This design comes from an exercise in tuning for small area, a short achievable clock period and few clock cycles per item on the open sky130 flow, not from production work. Where RTL was checked, it was by simulation tests only, not by an equivalence proof against the original. Function not checked in runs 1 to 3: the RTL went through the layout flow alone.

--- design.v ---
module alu_seq #(
  parameter int XLEN = 64
) (
  input  logic            clk_i,
  input  logic            rst_n_i,
  input  logic            req_valid_i,
  output logic            req_ready_o,
  input  logic [3:0]      op_i,
  input  logic [XLEN-1:0] a_i,
  input  logic [XLEN-1:0] b_i,
  input  logic            cin_i,
  output logic            rsp_valid_o,
  input  logic            rsp_ready_i,
  output logic [XLEN-1:0] result_o,
  output logic            cflag_o,
  output logic            vflag_o,
  output logic            zflag_o
);
  localparam int SHW = $clog2(XLEN);
  localparam logic [3:0] OP_ADD  = 4'd0;
  localparam logic [3:0] OP_SUB  = 4'd1;
  localparam logic [3:0] OP_AND  = 4'd2;
  localparam logic [3:0] OP_XOR  = 4'd3;
  localparam logic [3:0] OP_SLL  = 4'd4;
  localparam logic [3:0] OP_SRL  = 4'd5;
  localparam logic [3:0] OP_SRA  = 4'd6;
  localparam logic [3:0] OP_SLTU = 4'd7;
  localparam logic [3:0] OP_SLT  = 4'd8;
  localparam logic [3:0] OP_MULU = 4'd9;
  localparam logic [3:0] OP_DIVU = 4'd10;
  localparam logic [3:0] OP_REMU = 4'd11;
  localparam logic [1:0] PH_SINGLE = 2'd0;   
  localparam logic [1:0] PH_MSETUP = 2'd1;   
  localparam logic [1:0] PH_DSETUP = 2'd2;   
  localparam logic [1:0] PH_ITER   = 2'd3;   
  function automatic logic [SHW:0] lead1(input logic [XLEN-1:0] x);
    logic [XLEN-1:0]  nz [SHW+1];
    logic [SHW-1:0]   ix [SHW+1][XLEN];
    nz[0] = x;
    for (int j = 0; j < XLEN; j++) ix[0][j] = '0;
    for (int k = 1; k <= SHW; k++) begin
      nz[k] = '0;
      for (int j = 0; j < XLEN; j++) ix[k][j] = '0;
      for (int j = 0; j < (XLEN >> k); j++) begin
        nz[k][j] = nz[k-1][2*j+1] | nz[k-1][2*j];
        if (nz[k-1][2*j+1]) ix[k][j] = ix[k-1][2*j+1] | SHW'(1 << (k-1));
        else                ix[k][j] = ix[k-1][2*j];
      end
    end
    lead1 = {nz[SHW][0], ix[SHW][0]};
  endfunction
  function automatic logic [2:0] booth(input logic m1, input logic m0, input logic prev);
    logic two, nz, neg;
    two = (!m1 && m0 && prev) || (m1 && !m0 && !prev);
    nz  = !((!m1 && !m0 && !prev) || (m1 && m0 && prev));
    neg = m1 && !(m0 && prev);
    booth = {two, nz, neg};
  endfunction
  logic             ev;           
  logic [1:0]       ph;
  logic [SHW-1:0]   cnt;
  logic [XLEN-1:0]  x_q, b_q, y_q, p_q;
  logic             ci_q;
  logic             nza_q, nzb_q;
  logic [SHW-1:0]   la_q, lb_q;   
  logic             o_add, o_arith, o_and, o_xor, o_sll, o_srl, o_sra;
  logic             o_sltu, o_slt, o_mul, o_div, o_rem;
  logic             r0v, r1v;
  logic [XLEN-1:0]  r0_res, r1_res;
  logic             r0_c, r0_v, r1_c, r1_v;
  logic a_lt_b;       
  logic early;        
  logic e_last;       
  logic fire;         
  logic accept;
  logic take;
  assign a_lt_b = la_q < lb_q;
  assign early  = !nzb_q || !nza_q || a_lt_b;
  assign e_last = (ph == PH_SINGLE) ||
                  (ph == PH_ITER && cnt == '0) ||
                  (ph == PH_DSETUP && early);
  assign fire   = ev & e_last & ~r1v;
  assign req_ready_o = ~ev | (e_last & ~r1v);
  assign accept = req_valid_i & req_ready_o;
  assign take   = r0v & rsp_ready_i;
  logic [XLEN:0]   sum_full;
  logic [XLEN-1:0] sum;
  logic            cout, ovf;
  assign sum_full = {1'b0, x_q} + {1'b0, b_q} + {{XLEN{1'b0}}, ci_q};
  assign sum      = sum_full[XLEN-1:0];
  assign cout     = sum_full[XLEN];
  assign ovf      = (x_q[XLEN-1] == b_q[XLEN-1]) && (sum[XLEN-1] != x_q[XLEN-1]);
  logic              norm;
  logic [XLEN-1:0]   sh_d;
  logic [SHW-1:0]    sh_s;
  logic              sh_left;
  logic [XLEN-1:0]   sh_hi, sh_lo;
  logic [SHW-1:0]    sh_amt;
  logic [2*XLEN-1:0] sh_cat;
  logic [XLEN-1:0]   sh_out;
  logic [SHW-1:0]    dalign;
  assign norm    = (ph == PH_DSETUP);
  assign dalign  = la_q - lb_q;
  assign sh_d    = norm ? b_q : x_q;
  assign sh_s    = norm ? dalign : b_q[SHW-1:0];
  assign sh_left = norm | o_sll;
  assign sh_hi   = sh_left ? {1'b0, sh_d[XLEN-1:1]} : {XLEN{o_sra & sh_d[XLEN-1]}};
  assign sh_lo   = sh_left ? {sh_d[0], {(XLEN-1){1'b0}}} : sh_d;
  assign sh_amt  = sh_left ? ~sh_s : sh_s;
  assign sh_cat  = {sh_hi, sh_lo} >> sh_amt;
  assign sh_out  = sh_cat[XLEN-1:0];
  logic            it_last;
  logic            s_sum, s_x;
  logic [XLEN-1:0] e_res;
  logic            e_c, e_v;
  assign it_last = (ph == PH_ITER);
  always_comb begin
    s_sum = ((ph == PH_SINGLE) & o_add) | (it_last & o_mul) | (it_last & o_rem & cout);
    s_x   = o_rem & (((ph == PH_DSETUP)) | (it_last & ~cout));
    e_res = (sum & {XLEN{s_sum}})
          | (x_q & {XLEN{s_x}})
          | ({p_q[XLEN-2:0], cout} & {XLEN{it_last & o_div}})
          | ({XLEN{(ph == PH_DSETUP) & o_div & ~nzb_q}})
          | (x_q & b_q & {XLEN{o_and}})
          | ((x_q ^ b_q) & {XLEN{o_xor}})
          | (sh_out & {XLEN{o_sll | o_srl | o_sra}})
          | {{(XLEN-1){1'b0}}, (o_sltu & ~cout) | (o_slt & (sum[XLEN-1] ^ ovf))};
    e_c   = o_arith & cout;
    e_v   = o_arith & ovf;
  end
  logic            swap;
  logic [XLEN-1:0] mplier, mcand;
  logic            nz_min;
  logic [SHW-1:0]  l_min;
  assign swap   = !nza_q || (nzb_q && a_lt_b);
  assign mplier = swap ? x_q : b_q;
  assign mcand  = swap ? b_q : x_q;
  assign nz_min = swap ? nza_q : nzb_q;
  assign l_min  = swap ? la_q : lb_q;
  logic [2:0]      bd;
  logic [XLEN-1:0] y_nx;
  logic [XLEN-1:0] b_booth;
  assign bd      = (ph == PH_MSETUP) ? booth(mplier[1], mplier[0], 1'b0)
                                     : booth(p_q[3], p_q[2], p_q[1]);
  assign y_nx    = (ph == PH_MSETUP) ? mcand : {y_q[XLEN-3:0], 2'b00};
  assign b_booth = ((bd[2] ? {y_nx[XLEN-2:0], 1'b0} : y_nx) & {XLEN{bd[1]}}) ^ {XLEN{bd[0]}};
  logic advance;    
  assign advance = ev & ~e_last;
  always_ff @(posedge clk_i or negedge rst_n_i) begin
    if (!rst_n_i) begin
      ev <= 1'b0;
      ph <= PH_SINGLE;
    end else if (accept) begin
      ev <= 1'b1;
      ph <= (op_i == OP_MULU) ? PH_MSETUP :
            (op_i == OP_DIVU || op_i == OP_REMU) ? PH_DSETUP : PH_SINGLE;
    end else if (fire) begin
      ev <= 1'b0;
    end else if (advance) begin
      ph <= PH_ITER;
    end
  end
  logic neg_i;
  assign neg_i = (op_i == OP_SUB) || (op_i == OP_SLTU) || (op_i == OP_SLT);
  always_ff @(posedge clk_i) begin
    if (accept) begin
      x_q    <= a_i;
      b_q    <= b_i ^ {XLEN{neg_i}};
      ci_q   <= (op_i == OP_ADD) ? cin_i : 1'b1;
      {nza_q, la_q} <= lead1(a_i);
      {nzb_q, lb_q} <= lead1(b_i);
      o_add   <= (op_i == OP_ADD) || (op_i == OP_SUB);
      o_arith <= (op_i == OP_ADD) || (op_i == OP_SUB) || (op_i == OP_SLTU) || (op_i == OP_SLT);
      o_and   <= (op_i == OP_AND);
      o_xor   <= (op_i == OP_XOR);
      o_sll   <= (op_i == OP_SLL);
      o_srl   <= (op_i == OP_SRL);
      o_sra   <= (op_i == OP_SRA);
      o_sltu  <= (op_i == OP_SLTU);
      o_slt   <= (op_i == OP_SLT);
      o_mul   <= (op_i == OP_MULU);
      o_div   <= (op_i == OP_DIVU);
      o_rem   <= (op_i == OP_REMU);
    end else if (advance) begin
      case (ph)
        PH_MSETUP: begin
          x_q  <= '0;
          y_q  <= y_nx;
          b_q  <= b_booth;
          ci_q <= bd[0];
          p_q  <= mplier;
          cnt  <= SHW'(({1'b0, l_min} + (SHW+1)'(nz_min)) >> 1);
        end
        PH_DSETUP: begin
          b_q  <= ~sh_out;
          ci_q <= 1'b1;
          p_q  <= '0;
          cnt  <= dalign;
        end
        default: begin
          cnt <= cnt - SHW'(1);
          if (o_mul) begin
            x_q  <= sum;
            y_q  <= y_nx;
            b_q  <= b_booth;
            ci_q <= bd[0];
            p_q  <= {2'b00, p_q[XLEN-1:2]};
          end else begin
            if (cout) x_q <= sum;
            b_q <= {1'b1, b_q[XLEN-1:1]};
            p_q <= {p_q[XLEN-2:0], cout};
          end
        end
      endcase
    end
  end
  always_ff @(posedge clk_i or negedge rst_n_i) begin
    if (!rst_n_i) begin
      r0v <= 1'b0;
      r1v <= 1'b0;
    end else begin
      if (!r0v || take) begin
        r0v <= r1v | fire;
        r1v <= 1'b0;
      end else if (fire) begin
        r1v <= 1'b1;
      end
    end
  end
  always_ff @(posedge clk_i) begin
    if (!r0v || take) begin
      r0_res <= r1v ? r1_res : e_res;
      r0_c   <= r1v ? r1_c   : e_c;
      r0_v   <= r1v ? r1_v   : e_v;
    end
    if (r0v && !take && fire) begin
      r1_res <= e_res;
      r1_c   <= e_c;
      r1_v   <= e_v;
    end
  end
  assign rsp_valid_o = r0v;
  assign result_o    = r0_res;
  assign cflag_o     = r0_c;
  assign vflag_o     = r0_v;
  assign zflag_o     = (r0_res == '0);
endmodule
--- run.sh ---
#!/bin/bash
# synth_recipe.tcl (not shown) runs the flow's synth.tcl, then flattens the netlist and writes it again
# the make line also repeats each setting of config.mk as NAME=value (left out here)
make -C /OpenROAD-flow-scripts/flow DESIGN_CONFIG=/design/flow/config.mk WORK_HOME=/design/flow/orfs CLKGATE_MAP_FILE= SYNTH_SCRIPT=/design/flow/synth_recipe.tcl finish
--- config.mk ---
export PLATFORM = sky130hd
export DESIGN_NAME = alu_seq
export DESIGN_NICKNAME = alu_seq
export VERILOG_FILES = /design/flow/design.v
export SDC_FILE = /design/flow/constraint.sdc
export NUM_CORES = 4
export LEC_CHECK = 0
export CAP_MARGIN = 20
export CORE_MARGIN = 2
export CORE_UTILIZATION = 40
export PLACE_DENSITY = 0.6
export SETUP_SLACK_MARGIN = 4
export SLEW_MARGIN = 20
--- constraint.sdc ---
create_clock -name core_clock -period 8.0 [get_ports {clk_i}]
set_input_delay 1.6000 -clock core_clock [delete_from_list [all_inputs] [get_ports {clk_i}]]
set_output_delay 1.6000 -clock core_clock [all_outputs]
set_load 0.01 [all_outputs]
==> results.yml, run 1 <==
synth:
  netlist_area_mm2: 0.0401
  yosys.area.top_type: "edfxtp_1"
  ys_seq_elements: 424
  synthTopCellsByCount: "453 x nand2_1, 427 x a21oi_1, 424 x mux2i_1, 419 x edfxtp_1, 375 x nor2_1"
  syn_inst: 4585
  synthFlopType: "edfxtp_1"
  ys_warn_count: 5
  yosysSeqAreaShare_pct: 31.7
  synthArstFlopShare_pct: 1.18
  synth_area_leaders: "edfxtp_1 31%, mux2i_1 11%, a21oi_1 5.3%, nand2_1 4.2%, mux2_2 3.9%"
  yosysMostFrequentCell: "nand2_1"
  avgSynthCellArea_um2: 8.74
  synth_cell_types: 98
  syn_nets: 4801
  yosys.area.top_type_share_pct: 31.4
  synth-edff-count: 419
place:
  dp.cells: 5856
  place_ws_ns: 2.28
  placed_area_mm2: 0.0439
  post-dp-hpwl_mm: 187
  io_buffer_count: 205
  gp_congestion: 1.11
die:
  coreArea_mm2: 0.0997
  die_x_um: 321
  die_height_um: 321
  initial_core_util_pct: 40.2
  fp-row-count: 116
  fp.dieArea_mm2: 0.103
  io_pins: 206
clock_tree:
  cts_max_level: 2
  clk_latency_ns: 0.72
  cts.sinks: 424
  root_buffer: "clkbuf_16"
  cts_tree: "done"
  cts_made_buffers: 54
  path_clk_slew_ns: 0.07
  clockBufferDepth: 3
routing:
  routed_wl_mm: 268
  dr.pass1.iters: 7
  drc: 0
  vias_per_cell: 7.34
  via_count: 47200
  wl_per_cell_um: 41.7
  postRouteAntennaNets: 0
  drtIter0Drc: 7957
timing:
  worstMarginPinSlew_ns: 1.38
  setup_slack_ns: 3.52
  rsz0062_at_grt: "true"
  fmax_mhz: 223
  slew_viol_final: 0
  finalSetupTns_ns: 0
  max_slew_margin_pct: 7.92
  skew_ns: 0.0478
  hold_violations: 0
  period_share_pct: 56.0
  setup_violations: 0
  period_needed_ns: 4.48
global_route:
  antenna_found_initial: 19
  grt_pass1_vias: 42400
  grt_max_degree: 114
  grt_pass1_wl_mm: 354
  track_usage_pct: 49.6
  grt-ovfl-total: 0
final_layout:
  postLayoutCellArea_mm2: 0.0563
  area_growth_pct: 40.5
  drive_gt1_share_pct: 31.6
  area.sequential_mm2: 0.0127
  final_core_util_pct: 56.5
  nFillCells: 8898
  multiInputGateArea_mm2: 0.0309
  fin_cells: 6427
  final_nets: 5290
run_status:
  status: "finished clean"
run:
  max-cap-violations: 0
worst_setup_path:
  worst_setup_path_start_kind: "flop"
  crit_path_end_kind: "flop"
  arrival_ns: 4.90
  crit_fanout: 6
  crit_type: "flop to flop"
  cp.required_ns: 8.42
min_path:
  min_path_type: "flop to flop"
==> cells in the final DEF, fill, tap and decap left out, drive strengths merged, types with 97 or more instances in the layout <==
| cell | instances |
|---|---|
| inv | 112 |
| buf | 622 |
| mux2i | 424 |
| mux2 | 143 |
| clkdlybuf4s50 | 203 |
| nand2 | 455 |
| o21ai | 263 |
| a21oi | 431 |
| edfxtp | 419 |
| nor3 | 97 |
| nor2 | 376 |
==> flip-flops by register name, indices dropped and copies added (netlist names), 2 cells and up <==
| signal | flops |
|---|---|
| r1_res | 64 |
| x_q | 64 |
| lb_q | 6 |
| b_q | 64 |
| ph | 2 |
| la_q | 6 |
| cnt | 6 |
| y_q | 62 |
| p_q | 64 |
| r0_res | 64 |
==> worst paths after layout <==
path                            slack (ns)                  end                start  cells after the start
max in group asynchronous             6.53    ph[0]$_DFFE_PN0P_              rst_n_i                      1
min in group asynchronous             1.16      r1v$_DFFE_PN0P_              rst_n_i                      1
worst min-delay path                  0.55  r0_res[8]$_DFFE_PN_  r1_res[8]$_DFFE_PP_                      1
worst max-delay path                  3.52    b_q[24]$_DFFE_PP_    lb_q[0]$_DFFE_PP_                     15
worst max register to register        3.52    b_q[24]$_DFFE_PP_    lb_q[0]$_DFFE_PP_                     15
worst min register to register        0.55  r0_res[8]$_DFFE_PN_  r1_res[8]$_DFFE_PP_                      1
==> per-stage QoR <==
stage | hold slack [ns]
finish | 0.549
global route | 0.564
CTS | 0.548
detailed placement | 0.526
global placement | 0.517
floorplan | 0.507
==> worst max-delay path, cell delays in order, from the launching register on <==
cell and delay [ns]:
edfxtp_1 0.45, ha_4 0.20, inv_2 0.05, fa_2 0.45, and2_4 0.20, buf_12 0.13
a21oi_4 0.26, clkbuf_16 0.26, mux2i_4 0.34, mux2_4 0.26, mux2i_4 0.09, buf_6 0.13
mux2_4 0.36, mux2_4 0.37, o211ai_1 0.48, o211ai_1 0.16
==> cell families after synthesis <==
group	synth area share, %
adder cells (fa/ha/maj)	2.52
multiplexers	17.6
flip-flops	31.7
buffers and inverters	5.37
AND/OR/NAND/NOR	14.2
AO/OA/AOI/OAI	25.5
XOR/XNOR	3.18
==> layout make-up <==
cell class / count / share of cell area [%]
clock inverter: 31 / 0.682
multi-input combinational: 3640 / 54.8
inverter: 112 / 0.811
antenna: 13 / 0.0578
clock buffer: 67 / 2.52
timing repair buffer: 842 / 15.7
sequential: 424 / 22.6
tap: 1298 / 2.88
==> what timing repair did <==
action	4_1_cts	5_1_grt
resized for setup	774	493
setup buffers	289	139
pin swaps	183	244
cloned	26	5
endpoints found under the setup margin	509	298
hold buffers	0	0
==> layer usage <==
| layer | share of wire (%) | wire (µm) | vias up | GRT usage [%] |
|---|---|---|---|---|
| li1 | - | - | 18700 | - |
| met3 | 15 | 39200 | 1187 | 20.5 |
| met2 | 39 | 105000 | 4134 | 68.4 |
| met4 | 10 | 27800 | 18 | 38.3 |
| met5 | 0.20 | 529 | - | 1.04 |
| met1 | 36 | 95800 | 23100 | 60.8 |
==> inputs of run 2 (changes only) <==
--- a/design.v
+++ b/design.v
@@ -51,2 +51,24 @@
   endfunction
+  function automatic logic [XLEN:0] pfx_add(input logic [XLEN-1:0] a,
+                                            input logic [XLEN-1:0] b,
+                                            input logic            c0);
+    logic [XLEN-1:0] p, g, pn, gn, h;
+    h = a ^ b;
+    g = a & b;
+    p = h;
+    g[0] = g[0] | (p[0] & c0);
+    for (int k = 1; k < XLEN; k = k * 2) begin
+      gn = g;
+      pn = p;
+      for (int i = 0; i < XLEN; i++) begin
+        if ((i & k) != 0) begin
+          gn[i] = g[i] | (p[i] & g[(i & ~(k-1)) - 1]);
+          pn[i] = p[i] & p[(i & ~(k-1)) - 1];
+        end
+      end
+      g = gn;
+      p = pn;
+    end
+    pfx_add = {g[XLEN-1], h ^ {g[XLEN-2:0], c0}};
+  endfunction
   function automatic logic [2:0] booth(input logic m1, input logic m0, input logic prev);
@@ -67,5 +89,5 @@
   logic             o_sltu, o_slt, o_mul, o_div, o_rem;
-  logic             r0v, r1v;
-  logic [XLEN-1:0]  r0_res, r1_res;
-  logic             r0_c, r0_v, r1_c, r1_v;
+  logic             r0v;
+  logic [XLEN-1:0]  r0_res;
+  logic             r0_c, r0_v;
   logic a_lt_b;       
@@ -81,4 +103,4 @@
                   (ph == PH_DSETUP && early);
-  assign fire   = ev & e_last & ~r1v;
-  assign req_ready_o = ~ev | (e_last & ~r1v);
+  assign fire   = ev & e_last & (~r0v | rsp_ready_i);
+  assign req_ready_o = ~ev | (e_last & (~r0v | rsp_ready_i));
   assign accept = req_valid_i & req_ready_o;
@@ -88,3 +110,3 @@
   logic            cout, ovf;
-  assign sum_full = {1'b0, x_q} + {1'b0, b_q} + {{XLEN{1'b0}}, ci_q};
+  assign sum_full = pfx_add(x_q, b_q, ci_q);
   assign sum      = sum_full[XLEN-1:0];
@@ -217,24 +239,10 @@
   always_ff @(posedge clk_i or negedge rst_n_i) begin
-    if (!rst_n_i) begin
-      r0v <= 1'b0;
-      r1v <= 1'b0;
-    end else begin
-      if (!r0v || take) begin
-        r0v <= r1v | fire;
-        r1v <= 1'b0;
-      end else if (fire) begin
-        r1v <= 1'b1;
-      end
-    end
+    if (!rst_n_i)          r0v <= 1'b0;
+    else if (!r0v || take) r0v <= fire;
   end
   always_ff @(posedge clk_i) begin
-    if (!r0v || take) begin
-      r0_res <= r1v ? r1_res : e_res;
-      r0_c   <= r1v ? r1_c   : e_c;
-      r0_v   <= r1v ? r1_v   : e_v;
-    end
-    if (r0v && !take && fire) begin
-      r1_res <= e_res;
-      r1_c   <= e_c;
-      r1_v   <= e_v;
+    if (fire) begin
+      r0_res <= e_res;
+      r0_c   <= e_c;
+      r0_v   <= e_v;
     end
==> run 2 against run 1 <==
  * Via count down 9.5%
  * Highest routed layer unchanged
  * Register-to-register slack gained 0.05 ns
  * Still clean
  * Global-route usage up 0.92 points
  * Critical path type unchanged
  * Utilization is 1.8 points lower
==> results.yml, run 2 <==
run_status:
  status: "finished clean"
worst_setup_path:
  reg2reg_to: "r0_res[37]$_DFFE_PP_"
  reg2regPathDepth: 20
  arrival_ns: 4.84
  crit_fanout: 5
  worst_setup_path_start_kind: "flop"
  crit_type: "flop to flop"
  r2r_setup_slack_ns: 3.57
  timing.rr.start: "la_q[0]$_DFFE_PP_"
  crit_path_end_kind: "flop"
  cp.required_ns: 8.42
clock_tree:
  cts_tree: "done"
  clockBufferDepth: 3
  root_buffer: "clkbuf_16"
  clk_latency_ns: 0.68
  path_clk_slew_ns: 0.06
  cts_made_buffers: 48
  cts_max_level: 2
  cts.sinks: 357
global_route:
  track_usage_pct: 50.5
  antenna_found_initial: 15
  grt_pass1_vias: 38200
  grt_pass1_wl_mm: 319
  grt_max_degree: 127
  grt-ovfl-total: 0
timing:
  worstMarginPinSlew_ns: 1.39
  hold_violations: 0
  fmax_mhz: 226
  rsz0062_at_grt: "true"
  finalSetupTns_ns: 0
  setup_slack_ns: 3.57
  slew_viol_final: 0
  max_slew_margin_pct: 7.12
  period_needed_ns: 4.43
  setup_violations: 0
  skew_ns: 0.0344
  period_share_pct: 55.3
final_layout:
  final_cell_mix: "428 x nand2_1, 353 x edfxtp_1, 346 x buf_4, 314 x nor2_1, 285 x a21oi_1"
  drive_gt1_share_pct: 26.0
  final_nets: 4728
  mostFrequentLayoutCell: "nand2_1"
  postLayoutCellArea_mm2: 0.0476
  area_growth_pct: 34.9
  nFillCells: 8073
routing:
  routed_wl_mm: 238
  postRouteAntennaNets: 0
  dr.pass1.iters: 10
  drtIter0Drc: 6809
  wl_per_cell_um: 41.7
  via_count: 42700
  drc: 0
  vias_per_cell: 7.47
synth:
  yosys.area.top_type_share_pct: 30.1
  syn_nets: 4338
  synthTopCellsByCount: "462 x nand2_1, 354 x nor2_1, 353 x edfxtp_1, 326 x a21oi_1, 322 x mux2i_1"
  synth-edff-count: 353
  syn_inst: 4117
  ys_warn_count: 5
  netlist_area_mm2: 0.0353
  synth_cell_types: 89
  synthArstFlopShare_pct: 1.12
  yosys.area.top_type: "edfxtp_1"
  synthFlopType: "edfxtp_1"
  yosysSeqAreaShare_pct: 30.4
  avgSynthCellArea_um2: 8.56
  synth_area_leaders: "edfxtp_1 30%, mux2i_1 9.1%, nand2_1 4.9%, a21oi_1 4.6%, nor2_1 3.8%"
  ys_seq_elements: 357
  yosysMostFrequentCell: "nand2_1"
die:
  fp-row-count: 108
  io_pins: 206
  fp.dieArea_mm2: 0.0905
  initial_core_util_pct: 40.5
  die_height_um: 301
  die_x_um: 301
  coreArea_mm2: 0.0870
min_path:
  min_path_type: "flop to flop"
  holdPathStages: 2
  hold_end: "r0v$_DFFE_PN0P_"
  hp-start: "r0v$_DFFE_PN0P_"
place:
  post-dp-hpwl_mm: 168
  place_ws_ns: 2.61
  io_buffer_count: 205
  placed_area_mm2: 0.0390
  gp_congestion: 1.13
run:
  max-cap-violations: 0
## run 2: changes by cell type after synthesis, sizes merged, moves of 30 or more
| cell | delta |
|---|---|
| a21oi | -102 |
| a2bb2oi | +30 |
| a31oi | +31 |
| clkbuf | -47 |
| edfxtp | -66 |
| mux2 | -57 |
| mux2i | -101 |
| o21ai | -59 |
## run 2: worst max-delay path: stages, from the launching register on
cell and delay (ns):
edfxtp_1 0.40, inv_1 0.08, ha_2 0.18, inv_2 0.04, fa_2 0.38, buf_4 0.15, xor2_1 0.14, buf_6 0.15
mux2i_4 0.34, buf_12 0.18, buf_12 0.12, buf_12 0.10, buf_4 0.11, mux2i_2 0.23, mux2_4 0.21, buf_4 0.12
mux2i_4 0.07, mux2i_4 0.31, o21ai_1 0.11, a221o_1 0.39, a221o_1 0.32
## run 2: metrics by stage
| step | hold slack [ns] | instances | utilization [%] |
|---|---|---|---|
| after floorplan | 0.512 | 4117 | - |
| after global placement | 0.514 | 5306 | 44.8 |
| after detailed placement | 0.512 | 5306 | 44.8 |
| after CTS | 0.537 | 5543 | 50.2 |
| after global routing | 0.566 | 5703 | 54.6 |
| final | 0.540 | 5715 | 54.7 |
## run 2: layout make-up
cell class,instances,area [µm²],share of cell area (%)
clock buffers,56,1250,2.63
well taps,1155,1450,3.04
inverters,101,407,0.855
clock inverters,33,325,0.684
repair buffers,680,6780,14.3
flip-flops and latches,357,10700,22.5
multi-input cells,3319,26600,56.0
diodes,14,35.0,0.0737
## run 2: what timing repair did
action,CTS,global route
cloned,20,3
resized for setup,368,496
pin swaps,49,148
setup buffers,128,155
setup endpoints to repair,330,314
hold buffers,0,0
## run 2: cell families after synthesis
group	Yosys count	share of synthesized area (%)
AOI/OAI and AO/OA	1482	29.3
and+or+nand+nor	1164	14.5
buffers and inverters	452	5.26
muxes	442	14.0
DFF	357	30.4
xor gates and xnor gates	136	3.40
adders and majority gates	84	3.15
## run 2: how the worst max path moves through the flow
stage	slack [ns]	from	cells past startpoint	endpoint
global placement	1.93	ph[0]$_DFFE_PN0P_	11	b_q[25]$_DFFE_PP_
CTS	3.67	la_q[0]$_DFFE_PP_	11	req_ready_o
global route	3.53	la_q[0]$_DFFE_PP_	11	req_ready_o
finish	3.57	la_q[0]$_DFFE_PP_	20	r0_res[37]$_DFFE_PP_
detailed placement	2.61	la_q[0]$_DFFE_PP_	15	b_q[9]$_DFFE_PP_
floorplan	3.55	b_q[1]$_DFFE_PP_	13	x_q[0]$_DFFE_PP_
## run 2: routing by layer
layer	vias to the layer above	track usage (%)	share of wire (%)
met3	1218	19.9	14
met2	3891	70.3	39
met4	14	43.7	12
li1	16900	-	-
met1	20700	60.1	34
met5	-	2.59	0.17
==> inputs of run 3 (changes only) <==
--- a/design.v
+++ b/design.v
@@ -87,2 +87,8 @@
   logic [SHW-1:0]   la_q, lb_q;   
+  logic             a_lt_b;       
+  logic             early;        
+  logic             swap;         
+  logic [SHW-1:0]   dal_q;        
+  logic [SHW-1:0]   sh_amt;       
+  logic             sh_left, sh_sra, o_dv;
   logic             o_add, o_arith, o_and, o_xor, o_sll, o_srl, o_sra;
@@ -92,4 +98,2 @@
   logic             r0_c, r0_v;
-  logic a_lt_b;       
-  logic early;        
   logic e_last;       
@@ -98,4 +102,2 @@
   logic take;
-  assign a_lt_b = la_q < lb_q;
-  assign early  = !nzb_q || !nza_q || a_lt_b;
   assign e_last = (ph == PH_SINGLE) ||
@@ -114,19 +116,9 @@
   assign ovf      = (x_q[XLEN-1] == b_q[XLEN-1]) && (sum[XLEN-1] != x_q[XLEN-1]);
-  logic              norm;
   logic [XLEN-1:0]   sh_d;
-  logic [SHW-1:0]    sh_s;
-  logic              sh_left;
   logic [XLEN-1:0]   sh_hi, sh_lo;
-  logic [SHW-1:0]    sh_amt;
   logic [2*XLEN-1:0] sh_cat;
   logic [XLEN-1:0]   sh_out;
-  logic [SHW-1:0]    dalign;
-  assign norm    = (ph == PH_DSETUP);
-  assign dalign  = la_q - lb_q;
-  assign sh_d    = norm ? b_q : x_q;
-  assign sh_s    = norm ? dalign : b_q[SHW-1:0];
-  assign sh_left = norm | o_sll;
-  assign sh_hi   = sh_left ? {1'b0, sh_d[XLEN-1:1]} : {XLEN{o_sra & sh_d[XLEN-1]}};
+  assign sh_d    = o_dv ? b_q : x_q;
+  assign sh_hi   = sh_left ? {1'b0, sh_d[XLEN-1:1]} : {XLEN{sh_sra & sh_d[XLEN-1]}};
   assign sh_lo   = sh_left ? {sh_d[0], {(XLEN-1){1'b0}}} : sh_d;
-  assign sh_amt  = sh_left ? ~sh_s : sh_s;
   assign sh_cat  = {sh_hi, sh_lo} >> sh_amt;
@@ -152,3 +144,2 @@
   end
-  logic            swap;
   logic [XLEN-1:0] mplier, mcand;
@@ -156,3 +147,2 @@
   logic [SHW-1:0]  l_min;
-  assign swap   = !nza_q || (nzb_q && a_lt_b);
   assign mplier = swap ? x_q : b_q;
@@ -184,4 +174,12 @@
   end
-  logic neg_i;
+  logic neg_i, dv_i;
+  logic nza_i, nzb_i;
+  logic [SHW-1:0] la_i, lb_i, dal_i;
+  logic lt_i;
   assign neg_i = (op_i == OP_SUB) || (op_i == OP_SLTU) || (op_i == OP_SLT);
+  assign dv_i  = (op_i == OP_DIVU) || (op_i == OP_REMU);
+  assign {nza_i, la_i} = lead1(a_i);
+  assign {nzb_i, lb_i} = lead1(b_i);
+  assign dal_i = la_i - lb_i;
+  assign lt_i  = la_i < lb_i;
   always_ff @(posedge clk_i) begin
@@ -191,4 +189,14 @@
       ci_q   <= (op_i == OP_ADD) ? cin_i : 1'b1;
-      {nza_q, la_q} <= lead1(a_i);
-      {nzb_q, lb_q} <= lead1(b_i);
+      nza_q   <= nza_i;
+      nzb_q   <= nzb_i;
+      la_q    <= la_i;
+      lb_q    <= lb_i;
+      dal_q   <= dal_i;
+      a_lt_b  <= lt_i;
+      early   <= !nzb_i || !nza_i || lt_i;
+      swap    <= !nza_i || (nzb_i && lt_i);
+      sh_amt  <= dv_i ? ~dal_i : (op_i == OP_SLL) ? ~b_i[SHW-1:0] : b_i[SHW-1:0];
+      sh_left <= dv_i || (op_i == OP_SLL);
+      sh_sra  <= (op_i == OP_SRA);
+      o_dv    <= dv_i;
       o_add   <= (op_i == OP_ADD) || (op_i == OP_SUB);
@@ -219,3 +227,3 @@
           p_q  <= '0;
-          cnt  <= dalign;
+          cnt  <= dal_q;
         end
==> run 3 against run 2 <==
  * Register-to-register slack improved by 0.33 ns
  * Synthesized cell count fell by 1.7%
  * Non-clock buffer count shrank 190
  * Synthesized area increased by 7.5%
  * Critical endpoint is now early$_DFFE_PP_
  * Design area decreased by 3.7%
  * Clock-buffer cell count grew 8
  * Worst setup slack improved by 0.22 ns
  * Routed wire length fell by 14%
  * Sequential share of layout area rose by 1.9 points
==> results.yml, run 3 <==
synth:
  synthMuxAreaShare_pct: 21.3
  synthArstFlopShare_pct: 1.07
  synth_cell_types: 93
  avgSynthCellArea_um2: 9.36
  yosys.area_share.simple_pct: 12.0
  yosys.area.top_type: "edfxtp_1"
  ys_seq_elements: 373
  yosysSeqAreaShare_pct: 29.5
  synthTopCellsByCount: "400 x nor2_1, 369 x edfxtp_1, 321 x mux2i_1, 276 x nand2_1, 256 x a21oi_1"
  synthFlopType: "edfxtp_1"
  synth-compound-area-share_pct: 23.7
  synth-edff-count: 369
  synth_top_family_by_area: "compound AO/OA/AOI/OAI gates"
  yosys.area.top_type_share_pct: 29.2
  synth_area_leaders: "edfxtp_1 29%, mux4_2 8.5%, mux2i_1 8.5%, nor2_1 4.0%, a21oi_1 3.4%"
  yosys.area_share.xor_xnor_pct: 4.44
  ys_warn_count: 5
  netlist_area_mm2: 0.0379
  synthAdderAreaFrac_pct: 2.93
  yosysMostFrequentCell: "nor2_1"
  syn_inst: 4049
  syn_nets: 4270
timing:
  worstMarginPinSlew_ns: 1.15
  hold_violations: 0
  rsz0062_at_grt: "true"
  period_share_pct: 52.6
  period_needed_ns: 4.20
  fmax_mhz: 238
  slew_viol_final: 0
  finalSetupTns_ns: 0
  setup_slack_ns: 3.80
  setup_violations: 0
  skew_ns: 0.0879
  max_slew_margin_pct: 23.2
worst_setup_path:
  crit_chain: "clkdlybuf4s15_1 > nor4_4 > nand4_1 > buf_4 > a21oi_1 > nor2_1 > o21ai_1 > ha_1 > inv_1 > nor2_1 > nor2_2 > o21bai_1 > a21oi_2 > or2_2"
  crit_family: "simple AND/OR/NAND/NOR gates"
  worst_setup_path_start_kind: "primary input"
  crit_type: "primary input to flop"
  critPathMostFrequentCell: "nor2_1"
  crit_path_end_kind: "flop"
  arrival_ns: 4.65
  cp.required_ns: 8.45
  cp_num_buf_inv: 3
  critPathSlowestCell: "o21ai_1"
  cp_slowest_stage_delay_ns: 0.48
  crit_fanout: 4
clock_tree:
  clockBufferDepth: 3
  clk_latency_ns: 0.71
  cts.sinks: 373
  root_buffer: "clkbuf_16"
  cts_max_level: 2
  cts_hold_buf: 0
  cts_tree: "done"
  cts_made_buffers: 49
  path_clk_slew_ns: 0.06
routing:
  drtIter0Drc: 5946
  vias_per_cell: 7.17
  routed_wl_mm: 204
  drc: 0
  dr.pass1.iters: 12
  via_count: 39600
  wl_per_cell_um: 36.9
  postRouteAntennaNets: 0
place:
  io_buffer_count: 205
  place_ws_ns: 2.29
  post-dp-hpwl_mm: 149
  gp_congestion: 1.11
global_route:
  grt_max_degree: 94
  grt_pass1_vias: 36300
  grt-ovfl-total: 0
  grt_pass1_wl_mm: 282
  track_usage_pct: 40.1
  antenna_found_initial: 16
final_layout:
  drive_gt1_share_pct: 22.3
  area_growth_pct: 20.8
  final_nets: 4440
  mostFrequentLayoutCell: "nor2_1"
  final_cell_mix: "379 x nor2_1, 369 x edfxtp_1, 290 x mux2i_1, 264 x nand2_1, 240 x buf_4"
die:
  io_pins: 206
  die_x_um: 312
  coreArea_mm2: 0.0936
  fp.dieArea_mm2: 0.0972
  die_height_um: 312
  fp-row-count: 112
  initial_core_util_pct: 40.5
run_status:
  status: "finished clean"
run:
  max-cap-violations: 0
min_path:
  min_path_type: "flop to flop"
## run 3: cell count changes after synthesis, sizes merged, moves of 52 or more
| cell | delta |
|---|---|
| a21oi | -71 |
| a2bb2oi | -52 |
| a31oi | -65 |
| mux4 | +128 |
| nand2 | -187 |
| o21ai | +59 |
## run 3: cells by family (layout without fill, tap and decap cells)
group                      after synthesis  count (layout)
AOI/OAI and AO/OA                     1289            1289
xor gates and xnor gates               192             192
adders and majority gates               84              84
buffers and inverters                  511             722
DFF                                    373             373
muxes                                  584             584
other                                    0              11
and+or+nand+nor                       1016            1016
## run 3: area by class of cell
class,instances,area [µm²]
Inverter,140,557
Sequential cell,373,11200
Clock inverter,28,274
Clock buffer,64,1320
Antenna cell,11,27.5
Fill cell,8932,47800
Tap cell,1254,1570
Timing Repair Buffer,490,4550
Multi-Input combinational cell,3165,26300
## run 3: path summary, 6_finish.rpt
check	slack, ns	startpoint	depth (start not counted)	endpoint
worst max-delay path	3.80	a_i[39]	14	early$_DFFE_PP_
min in group asynchronous	1.12	rst_n_i	1	r0v$_DFFE_PN0P_
worst max register to register	3.90	o_dv$_DFFE_PP_	12	r0_res[12]$_DFFE_PP_
worst min-delay path	0.54	dal_q[1]$_DFFE_PP_	2	cnt[1]$_DFFE_PP_
max in group asynchronous	6.69	rst_n_i	1	ph[0]$_DFFE_PN0P_
worst min register to register	0.54	dal_q[1]$_DFFE_PP_	2	cnt[1]$_DFFE_PP_
## run 3: repair_timing
action	CTS	global route
setup endpoints to repair	239	266
buffers inserted	75	54
hold endpoints to repair	0	0
resized for setup	361	282
pin swaps	58	81
gates cloned	2	3
## run 3: through the flow
step | area, µm² | instances | util, % | hold WS, ns
6_report | 45800 | 5525 | 48.9 | 0.537
5_1_grt | 45800 | 5515 | 48.9 | 0.578
4_1_cts | 44600 | 5457 | 47.6 | 0.533
3_5_place_dp | 41300 | 5288 | 44.1 | 0.501
3_3_place_gp | 41300 | 5287 | 44.1 | 0.508
2_1_floorplan | 38100 | 4049 | - | 0.504
## run 3: worst register-to-register path, stage by stage (launching register included)
cell      delay, ns
edfxtp_1       0.44
buf_4          0.17
buf_4          0.10
buf_4          0.19
buf_16         0.27
mux4_2         0.60
mux2_2         0.29
nand2_1        0.12
o21bai_1       0.14
mux4_2         0.49
o21ai_1        0.48
o21ai_0        0.17
a221o_1        0.36
## run 3: metal layers
layer	GRT usage, %	up-vias	routed length, µm
met1	51.5	19600	76700
li1	-	16200	-
met5	0	-	42
met2	56.7	3072	82400
met3	12.7	768	25500
met4	28.9	6	19300
==> inputs of run 4 (changes only) <==
--- a/design.v
+++ b/design.v
@@ -91,3 +91,4 @@
   logic [SHW-1:0]   dal_q;        
-  logic [SHW-1:0]   sh_amt;       
+  logic [SHW-1:0]   sh_rot;       
+  logic [SHW-1:0]   sh_s;         
   logic             sh_left, sh_sra, o_dv;
@@ -117,10 +118,15 @@
   logic [XLEN-1:0]   sh_d;
-  logic [XLEN-1:0]   sh_hi, sh_lo;
   logic [2*XLEN-1:0] sh_cat;
+  logic [XLEN-1:0]   sh_rotd;
+  logic [XLEN-1:0]   sh_ge;      
+  logic [XLEN-1:0]   sh_keep;
   logic [XLEN-1:0]   sh_out;
   assign sh_d    = o_dv ? b_q : x_q;
-  assign sh_hi   = sh_left ? {1'b0, sh_d[XLEN-1:1]} : {XLEN{sh_sra & sh_d[XLEN-1]}};
-  assign sh_lo   = sh_left ? {sh_d[0], {(XLEN-1){1'b0}}} : sh_d;
-  assign sh_cat  = {sh_hi, sh_lo} >> sh_amt;
-  assign sh_out  = sh_cat[XLEN-1:0];
+  assign sh_cat  = {sh_d, sh_d} >> sh_rot;
+  assign sh_rotd = sh_cat[XLEN-1:0];
+  always_comb begin
+    for (int i = 0; i < XLEN; i++) sh_ge[i] = (SHW+1)'(i) >= {1'b0, sh_s};
+    for (int i = 0; i < XLEN; i++) sh_keep[i] = sh_left ? sh_ge[i] : sh_ge[XLEN-1-i];
+  end
+  assign sh_out  = (sh_rotd & sh_keep) | ({XLEN{sh_sra & sh_d[XLEN-1]}} & ~sh_keep);
   logic            it_last;
@@ -183,2 +189,4 @@
   assign dal_i = la_i - lb_i;
+  logic [SHW-1:0] s_i;
+  assign s_i   = dv_i ? dal_i : b_i[SHW-1:0];
   assign lt_i  = la_i < lb_i;
@@ -197,3 +205,4 @@
       swap    <= !nza_i || (nzb_i && lt_i);
-      sh_amt  <= dv_i ? ~dal_i : (op_i == OP_SLL) ? ~b_i[SHW-1:0] : b_i[SHW-1:0];
+      sh_s    <= s_i;
+      sh_rot  <= dv_i ? (lb_i - la_i) : (op_i == OP_SLL) ? (SHW'(0) - b_i[SHW-1:0]) : b_i[SHW-1:0];
       sh_left <= dv_i || (op_i == OP_SLL);
--- a/config.mk
+++ b/config.mk
@@ -11,3 +11,3 @@
 export PLACE_DENSITY = 0.6
-export SETUP_SLACK_MARGIN = 4
+export SETUP_SLACK_MARGIN = 3
 export SLEW_MARGIN = 20
==> run 4 against run 3 <==
  * Hold slack worse by 0.027 ns
  * Design area fell by 7.5%
  * Worst setup slack got worse by 1.0 ns
  * Clock-buffer cell count down 8
  * Die area shrank 3.4%
  * Fmax decreased by 19%
  * Critical path depth down 5
==> results.yml, run 4 <==
run_status:
  status: "finished clean"
synth:
  synthFlopType: "edfxtp_1"
  avgSynthCellArea_um2: 9.39
  netlist_area_mm2: 0.0366
  yosys.area.top_type: "edfxtp_1"
  synth-edff-count: 374
  synth_cell_types: 79
  yosys.area.top_type_share_pct: 30.7
  synth_area_leaders: "edfxtp_1 31%, mux4_2 9.7%, mux2i_1 9.3%, nor2_1 4.6%, a21oi_1 3.5%"
  syn_nets: 4126
  synthArstFlopShare_pct: 1.06
  yosysSeqAreaShare_pct: 31.0
  syn_inst: 3898
  ys_warn_count: 5
  ys_seq_elements: 378
  synthTopCellsByCount: "449 x nor2_1, 374 x edfxtp_1, 340 x mux2i_1, 322 x nand2_1, 259 x a21oi_1"
  yosysMostFrequentCell: "nor2_1"
die:
  io_pins: 206
  fp.dieArea_mm2: 0.0939
  die_height_um: 306
  die_x_um: 306
  coreArea_mm2: 0.0903
  initial_core_util_pct: 40.5
  fp-row-count: 110
routing:
  routed_wl_mm: 218
  drtIter0Drc: 6445
  postRouteAntennaNets: 0
  via_count: 38200
  vias_per_cell: 7.26
  drc: 0
  wl_per_cell_um: 41.5
  dr.pass1.iters: 8
worst_setup_path:
  reg2reg_to: "r0_res[24]$_DFFE_PP_"
  critPathSlowestCell: "a221oi_1"
  reg2regPathDepth: 9
  cp_num_buf_inv: 1
  timing.rr.start: "sh_rot[0]$_DFFE_PP_"
  critPathMostFrequentCell: "a221oi_1"
  critPathLaunch: "sh_rot[0]$_DFFE_PP_"
  cp_slowest_stage_delay_ns: 0.86
  crit_family: "compound AO/OA/AOI/OAI gates"
  cp.depth: 9
  cp.required_ns: 8.41
  crit_fanout: 47
  arrival_ns: 5.62
  crit_chain: "buf_6 > mux4_1 > mux2_2 > mux2i_1 > o21ai_0 > a221oi_1 > o22ai_1 > a221oi_1 > nand2_1"
  crit_end: "r0_res[24]$_DFFE_PP_"
  crit_type: "flop to flop"
  crit_path_end_kind: "flop"
  r2r_setup_slack_ns: 2.80
  worst_setup_path_start_kind: "flop"
final_layout:
  mostFrequentLayoutCell: "nor2_1"
  drive_gt1_share_pct: 13.6
  multiInputGateArea_mm2: 0.0237
  final_cell_mix: "443 x nor2_1, 374 x edfxtp_1, 340 x mux2i_1, 319 x nand2_1, 258 x a21oi_1"
  postLayoutCellArea_mm2: 0.0424
  area_growth_pct: 15.8
  nFillCells: 8714
  final_nets: 4245
  area.sequential_mm2: 0.0113
timing:
  setup_violations: 0
  setup_slack_ns: 2.80
  fmax_mhz: 192
  worstMarginPinSlew_ns: 1.26
  period_share_pct: 65.0
  finalSetupTns_ns: 0
  rsz0062_at_grt: "true"
  skew_ns: 0.0683
  hold_violations: 0
  max_slew_margin_pct: 15.2
  slew_viol_final: 0
  period_needed_ns: 5.20
global_route:
  grt_pass1_wl_mm: 293
  grt-ovfl-total: 0
  antenna_found_initial: 28
  track_usage_pct: 45.4
  grt_max_degree: 93
  grt_pass1_vias: 34900
place:
  placed_area_mm2: 0.0402
  gp_congestion: 1.09
  post-dp-hpwl_mm: 163
  place_ws_ns: 1.53
  io_buffer_count: 205
clock_tree:
  cts_max_level: 2
  path_clk_slew_ns: 0.06
  cts_tree: "done"
  clk_latency_ns: 0.69
  root_buffer: "clkbuf_16"
  cts.sinks: 378
  clockBufferDepth: 3
  cts_made_buffers: 48
  cts_hold_buf: 0
min_path:
  min_path_type: "flop to flop"
run:
  max-cap-violations: 0
## run 4: changes by cell type after synthesis, sizes merged, moves of 13 or more
cell / previous run / this run
a211oi: 34 / 16
a21boi: 29 / 6
a221oi: 120 / 92
a222oi: 41 / 20
a22oi: 53 / 33
buf: 134 / 87
mux2: 102 / 61
mux2i: 321 / 340
mux4: 161 / 174
nand2: 277 / 322
nor2: 401 / 449
o2111ai: 1 / 17
o21ai: 263 / 228
## run 4: metrics by stage
| step | utilization, % | hold slack [ns] | instances |
|---|---|---|---|
| after floorplan | - | 0.504 | 3898 |
| after global placement | 44.5 | 0.491 | 5125 |
| after detailed placement | 44.5 | 0.496 | 5125 |
| after CTS | 46.5 | 0.514 | 5223 |
| after global routing | 46.8 | 0.557 | 5234 |
| final | 46.9 | 0.510 | 5265 |
## run 4: worst min path at each step
stage                                   from          endpoint  slack, ns  cells after the start
after floorplan           dal_q[1]$_DFFE_PP_  cnt[1]$_DFFE_PP_       0.50                      2
after global placement       r0v$_DFFE_PN0P_   r0v$_DFFE_PN0P_       0.49                      1
after detailed placement     r0v$_DFFE_PN0P_   r0v$_DFFE_PN0P_       0.50                      1
after CTS                    r0v$_DFFE_PN0P_   r0v$_DFFE_PN0P_       0.51                      1
after global routing         r0v$_DFFE_PN0P_   r0v$_DFFE_PN0P_       0.56                      1
final                        r0v$_DFFE_PN0P_   r0v$_DFFE_PN0P_       0.51                      1
## run 4: kinds of logic (layout without fill, tap and decap cells)
kind of cell,count (synthesis),in the layout,share of synthesized area [%]
flip-flops,378,378,31.0
XOR/XNOR,201,201,4.81
other,0,33,0
adder cells (fa/ha/maj),91,91,3.30
AND/OR/NAND/NOR,1069,1069,12.7
AO/OA/AOI/OAI,1120,1120,20.9
multiplexers,575,575,22.1
buffers and inverters,464,622,5.26
## run 4: timing repair
action                                  4_1_cts  5_1_grt
buffers inserted                              9        8
pin swaps                                     2        9
endpoints found under the hold margin         0        0
endpoints found under the setup margin      122      119
gates cloned                                  0        0
resized for setup                            22       42
## run 4: metal layers
layer / track usage [%] / share of wire, % / up-vias
li1: - / - / 15300
met2: 64.8 / 41 / 3235
met3: 15.3 / 12 / 861
met1: 54.6 / 35 / 18800
met4: 39.0 / 11 / 20
met5: 0.0517 / 0.060 / -
## run 4: final cells by class
type / instances / share of cell area, %
flip-flops and latches: 378 / 26.7
diodes: 33 / 0.195
multi-input cells: 3056 / 56.0
clock buffers: 56 / 2.91
repair buffers: 390 / 8.40
inverters: 143 / 1.28
well taps: 1176 / 3.47
clock inverters: 33 / 0.963
Testbench counts of run 4, summed over its fixed seeds: cycles 8,920, items 2,048.
==> inputs of run 5 (changes only) <==
--- a/config.mk
+++ b/config.mk
@@ -11,3 +11,3 @@
 export PLACE_DENSITY = 0.6
-export SETUP_SLACK_MARGIN = 3
+export SETUP_SLACK_MARGIN = 4
 export SLEW_MARGIN = 20
==> run 5 against run 4 <==
  * First-iteration DRC count is 3.7% higher
  * Hold slack gained 0.019 ns
  * Synthesized cell count stayed put
  * Register-to-register slack better by 0.98 ns
  * Worst setup slack improved by 0.91 ns
  * Die area stayed put
  * Design area up 6.4%
  * Clock skew is 0.0082 ns lower
  * Routed wire length grew 0.65%
==> results.yml, run 5 <==
run_status:
  status: "finished clean"
synth:
  synthArstFlopShare_pct: 1.06
  yosysSeqAreaShare_pct: 31.0
  yosysMostFrequentCell: "nor2_1"
  synth_area_leaders: "edfxtp_1 31%, mux4_2 9.7%, mux2i_1 9.3%, nor2_1 4.6%, a21oi_1 3.5%"
  synth-edff-count: 374
  netlist_area_mm2: 0.0366
  synthFlopType: "edfxtp_1"
  synthTopCellsByCount: "449 x nor2_1, 374 x edfxtp_1, 340 x mux2i_1, 322 x nand2_1, 259 x a21oi_1"
  yosys.area.top_type: "edfxtp_1"
  syn_inst: 3898
  syn_nets: 4126
  ys_warn_count: 5
  avgSynthCellArea_um2: 9.39
  synth_cell_types: 79
  yosys.area.top_type_share_pct: 30.7
  ys_seq_elements: 378
die:
  fp.dieArea_mm2: 0.0939
  die_height_um: 306
  fp-row-count: 110
  io_pins: 206
  coreArea_mm2: 0.0903
  die_x_um: 306
  initial_core_util_pct: 40.5
run:
  max-cap-violations: 0
timing:
  period_needed_ns: 4.29
  setup_slack_ns: 3.71
  slew_viol_final: 0
  hold_violations: 0
  rsz0062_at_grt: "true"
  worstMarginPinSlew_ns: 1.42
  period_share_pct: 53.6
  skew_ns: 0.0601
  fmax_mhz: 233
  finalSetupTns_ns: 0
  setup_violations: 0
  max_slew_margin_pct: 5.56
clock_tree:
  cts_hold_buf: 0
  clk_latency_ns: 0.64
  cts_made_buffers: 46
  cts.sinks: 378
  path_clk_slew_ns: 0.06
  cts_tree: "done"
  cts_max_level: 2
  clockBufferDepth: 3
  root_buffer: "clkbuf_16"
final_layout:
  final_cell_mix: "418 x nor2_1, 374 x edfxtp_1, 325 x mux2i_1, 313 x nand2_1, 256 x buf_4"
  drive_gt1_share_pct: 22.7
  mostFrequentLayoutCell: "nor2_1"
  postLayoutCellArea_mm2: 0.0451
  final_core_util_pct: 49.9
  area_growth_pct: 23.2
  final_nets: 4382
global_route:
  grt_pass1_vias: 36100
  grt_pass1_wl_mm: 298
  track_usage_pct: 45.7
  grt_max_degree: 75
  grt-ovfl-total: 0
  antenna_found_initial: 29
worst_setup_path:
  crit_path_end_kind: "flop"
  crit_type: "primary input to flop"
  r2r_setup_slack_ns: 3.78
  cp_slowest_stage_delay_ns: 0.57
  critPathMostFrequentCell: "nand2_1"
  crit_fanout: 6
  arrival_ns: 4.62
  worst_setup_path_start_kind: "primary input"
  crit_chain: "clkdlybuf4s15_1 > nor4_4 > buf_4 > nand2_1 > o21ai_0 > nand2_1 > a41o_4 > ha_4 > o21ai_2 > nand2b_1 > a21o_1 > a21oi_2 > xnor2_1 > nor2_1 > a21oi_1"
  cp.required_ns: 8.33
  critPathSlowestCell: "o21ai_0"
place:
  gp_congestion: 1.08
  place_ws_ns: 1.86
  post-dp-hpwl_mm: 155
  io_buffer_count: 205
  placed_area_mm2: 0.0403
min_path:
  min_path_type: "flop to flop"
routing:
  postRouteAntennaNets: 0
  drtIter0Drc: 6681
  dr.pass1.iters: 8
  via_count: 39200
  drc: 0
  routed_wl_mm: 220
  wl_per_cell_um: 40.8
  vias_per_cell: 7.28
==> run 5: cell counts after synthesis <==
Identical to the previous run, type by type.
==> run 5: path summary, 6_finish.rpt <==
kind,from,to,depth (start not counted)
max,a_i[54],sh_rot[5]$_DFFE_PP_,15
min,r0v$_DFFE_PN0P_,r0v$_DFFE_PN0P_,1
max reg2reg,sh_rot[0]$_DFFE_PP_,r0_res[18]$_DFFE_PP_,10
min reg2reg,r0v$_DFFE_PN0P_,r0v$_DFFE_PN0P_,1
max in group asynchronous,rst_n_i,ev$_DFFE_PN0P_,1
min in group asynchronous,rst_n_i,r0v$_DFFE_PN0P_,1
==> run 5: layout make-up <==
type,instances,area [µm²]
well taps,1176,1470
inverters,143,563
multi-input cells,3059,25100
clock buffers,50,1170
repair buffers,526,5030
flip-flops and latches,378,11300
clock inverters,35,399
fillers,8405,45200
diodes,22,55.1
==> run 5: metal layers <==
metal / wire length, µm / global-route usage, % / part of all wire (%) / up-vias
met1: 76100 / 54.2 / 35 / 19200
met2: 89300 / 64.5 / 41 / 3363
met3: 30500 / 18.9 / 14 / 1001
li1: - / - / - / 15600
met5: 144 / 0 / 0.065 / -
met4: 23900 / 37.3 / 11 / 20
==> run 5: kinds of logic (layout without fill, tap and decap cells) <==
| kind of cell | after synthesis | in the layout | synth area share (%) |
|---|---|---|---|
| AOI/OAI and AO/OA | 1120 | 1123 | 20.9 |
| and+or+nand+nor | 1069 | 1069 | 12.7 |
| muxes | 575 | 575 | 22.1 |
| buffers and inverters | 464 | 754 | 5.26 |
| DFF | 378 | 378 | 31.0 |
| xor gates and xnor gates | 201 | 201 | 4.81 |
| adders and majority gates | 91 | 91 | 3.30 |
| other | 0 | 22 | 0 |
==> run 5: worst max-delay path: cells and delay by family <==
kind / cells / cell delay, ns
XOR/XNOR: 1 / 0.08
buffers and inverters: 2 / 0.44
AND/OR/NAND/NOR: 5 / 0.81
AO/OA/AOI/OAI: 6 / 1.39
adder cells (fa/ha/maj): 1 / 0.29
==> run 5: per-stage QoR <==
stage                     hold WS [ns]  std cells
final                            0.530       5389
after global routing             0.570       5369
after CTS                        0.539       5318
after detailed placement         0.497       5112
after global placement           0.502       5112
after floorplan                  0.504       3898
==> run 5: timing repair <==
| item | CTS | global route |
|---|---|---|
| cloned | 11 | 5 |
| pin swaps | 78 | 96 |
| buffers inserted | 110 | 41 |
| endpoints found under the setup margin | 286 | 204 |
| resized for setup | 344 | 319 |
==> inputs of run 6 (changes only) <==
--- a/config.mk
+++ b/config.mk
@@ -9,4 +9,4 @@
 export CORE_MARGIN = 2
-export CORE_UTILIZATION = 40
-export PLACE_DENSITY = 0.6
+export CORE_UTILIZATION = 60
+export PLACE_DENSITY = 0.7
 export SETUP_SLACK_MARGIN = 4
==> run 6 against run 5 <==
  * The run now fails in 5_1_grt
  * Synthesized area unchanged
  * Synthesized cell count is the same
==> results.yml, run 6 <==
synth:
  syn_inst: 3898
  synth-edff-count: 374
  synthArstFlopShare_pct: 1.06
  avgSynthCellArea_um2: 9.39
  synth_cell_types: 79
  syn_nets: 4126
  ys_warn_count: 5
  synth_area_leaders: "edfxtp_1 31%, mux4_2 9.7%, mux2i_1 9.3%, nor2_1 4.6%, a21oi_1 3.5%"
  yosys.area.top_type_share_pct: 30.7
  yosysSeqAreaShare_pct: 31.0
  yosysMostFrequentCell: "nor2_1"
  yosys.area.top_type: "edfxtp_1"
  synthTopCellsByCount: "449 x nor2_1, 374 x edfxtp_1, 340 x mux2i_1, 322 x nand2_1, 259 x a21oi_1"
  netlist_area_mm2: 0.0366
  synthFlopType: "edfxtp_1"
  ys_seq_elements: 378
die:
  die_height_um: 251
  io_pins: 206
  fp-row-count: 90
  die_x_um: 251
  initial_core_util_pct: 60.6
timing:
  worst_endpoint: "sh_rot[5]$_DFFE_PP_/D"
  worstEndpointType: "register data pin"
global_route:
  grt_max_degree: 89
  track_usage_pct: 75.9
  grt-ovfl-total: 2
  antenna_found_initial: 44
run_status:
  error_line: "[ERROR GRT-0232] Routing congestion too high. Check the congestion heatmap in the GUI."
  lastStage: "5_1_grt"
  status: "aborted with a tool error"
clock_tree:
  cts_max_level: 2
  root_buffer: "clkbuf_16"
  clockBufferDepth: 3
  cts_made_buffers: 45
  cts.sinks: 378
place:
  gp_congestion: 1.24
  io_buffer_count: 205
  dp.cells: 4677
  post-dp-hpwl_mm: 144
[run 6: cell counts after synthesis]
Identical to the previous run, type by type.
[run 6: how the worst min path moves through the flow]
stage                       start               end  slack, ns  cells past startpoint
2_1_floorplan  dal_q[1]$_DFFE_PP_  cnt[1]$_DFFE_PP_       0.50                      2
3_3_place_gp      r0v$_DFFE_PN0P_   r0v$_DFFE_PN0P_       0.48                      1
3_5_place_dp      r0v$_DFFE_PN0P_   r0v$_DFFE_PN0P_       0.50                      1
4_1_cts           r0v$_DFFE_PN0P_   r0v$_DFFE_PN0P_       0.53                      1
[run 6: through the flow]
stage | setup WS, ns | cell area (µm²) | util (%) | hold slack (ns)
after CTS | 3.58 | 42800 | 70.9 | 0.533
after detailed placement | 1.85 | 39500 | 65.4 | 0.497
after global placement | 1.89 | 39500 | 65.4 | 0.481
after floorplan | 3.37 | 36800 | - | 0.504
[run 6: metal layers]
layer  GRT overflow  track usage (%)
met1              0             77.7
met2              2             89.7
met3              0             62.7
met4              0             72.1
met5              0             38.8
[run 6: what timing repair did]
item                                    4_1_cts
setup buffers                               114
resized for setup                           351
gates cloned                                  4
pin swaps                                    88
hold buffers                                  0
endpoints found under the setup margin      245
[run 6: cells by family after synthesis]
kind of cell	Yosys count	share of synthesized area, %
AO/OA/AOI/OAI	1120	20.9
XOR/XNOR	201	4.81
adder cells (fa/ha/maj)	91	3.30
buffers and inverters	464	5.26
flip-flops	378	31.0
multiplexers	575	22.1
AND/OR/NAND/NOR	1069	12.7

==> afterwards: timing with drivers on the ports <==
How much do the figures lean on ideal ports? The routed layouts below were timed once more, with nothing changed but the port constraints.
Step 1: set_driving_cell puts a clkbuf_16 on clk_i and a buf_2 on each other input, an assumption about the parent block.
Step 2 moves the port delays by t, midway between the first and last clock arrival at a register: inputs arrive t later, outputs are due t later. That takes back most of the time a late clock gives input paths.
Three values: ideal, step 1, step 2; two values: the first two.
run	shift t [ns]	slack for setup (ns)	slew at the worst register clock pin (ns)
run 1	0.774	3.522 / 3.472 / 3.262	0.07 / 0.07
run 2	0.744	3.574 / 3.514 / 3.197	0.07 / 0.07
run 3	0.736	3.796 / 3.847 / 3.112	0.07 / 0.07
run 4	0.734	2.796 / 2.796 / 2.379	0.08 / 0.08
run 5	0.686	3.711 / 3.760 / 3.074	0.07 / 0.07
After both steps setup and hold are still met in every run listed. The setup slack of run 3, which loses most, moves by +0.051 ns with the drivers and by -0.684 ns with both steps.
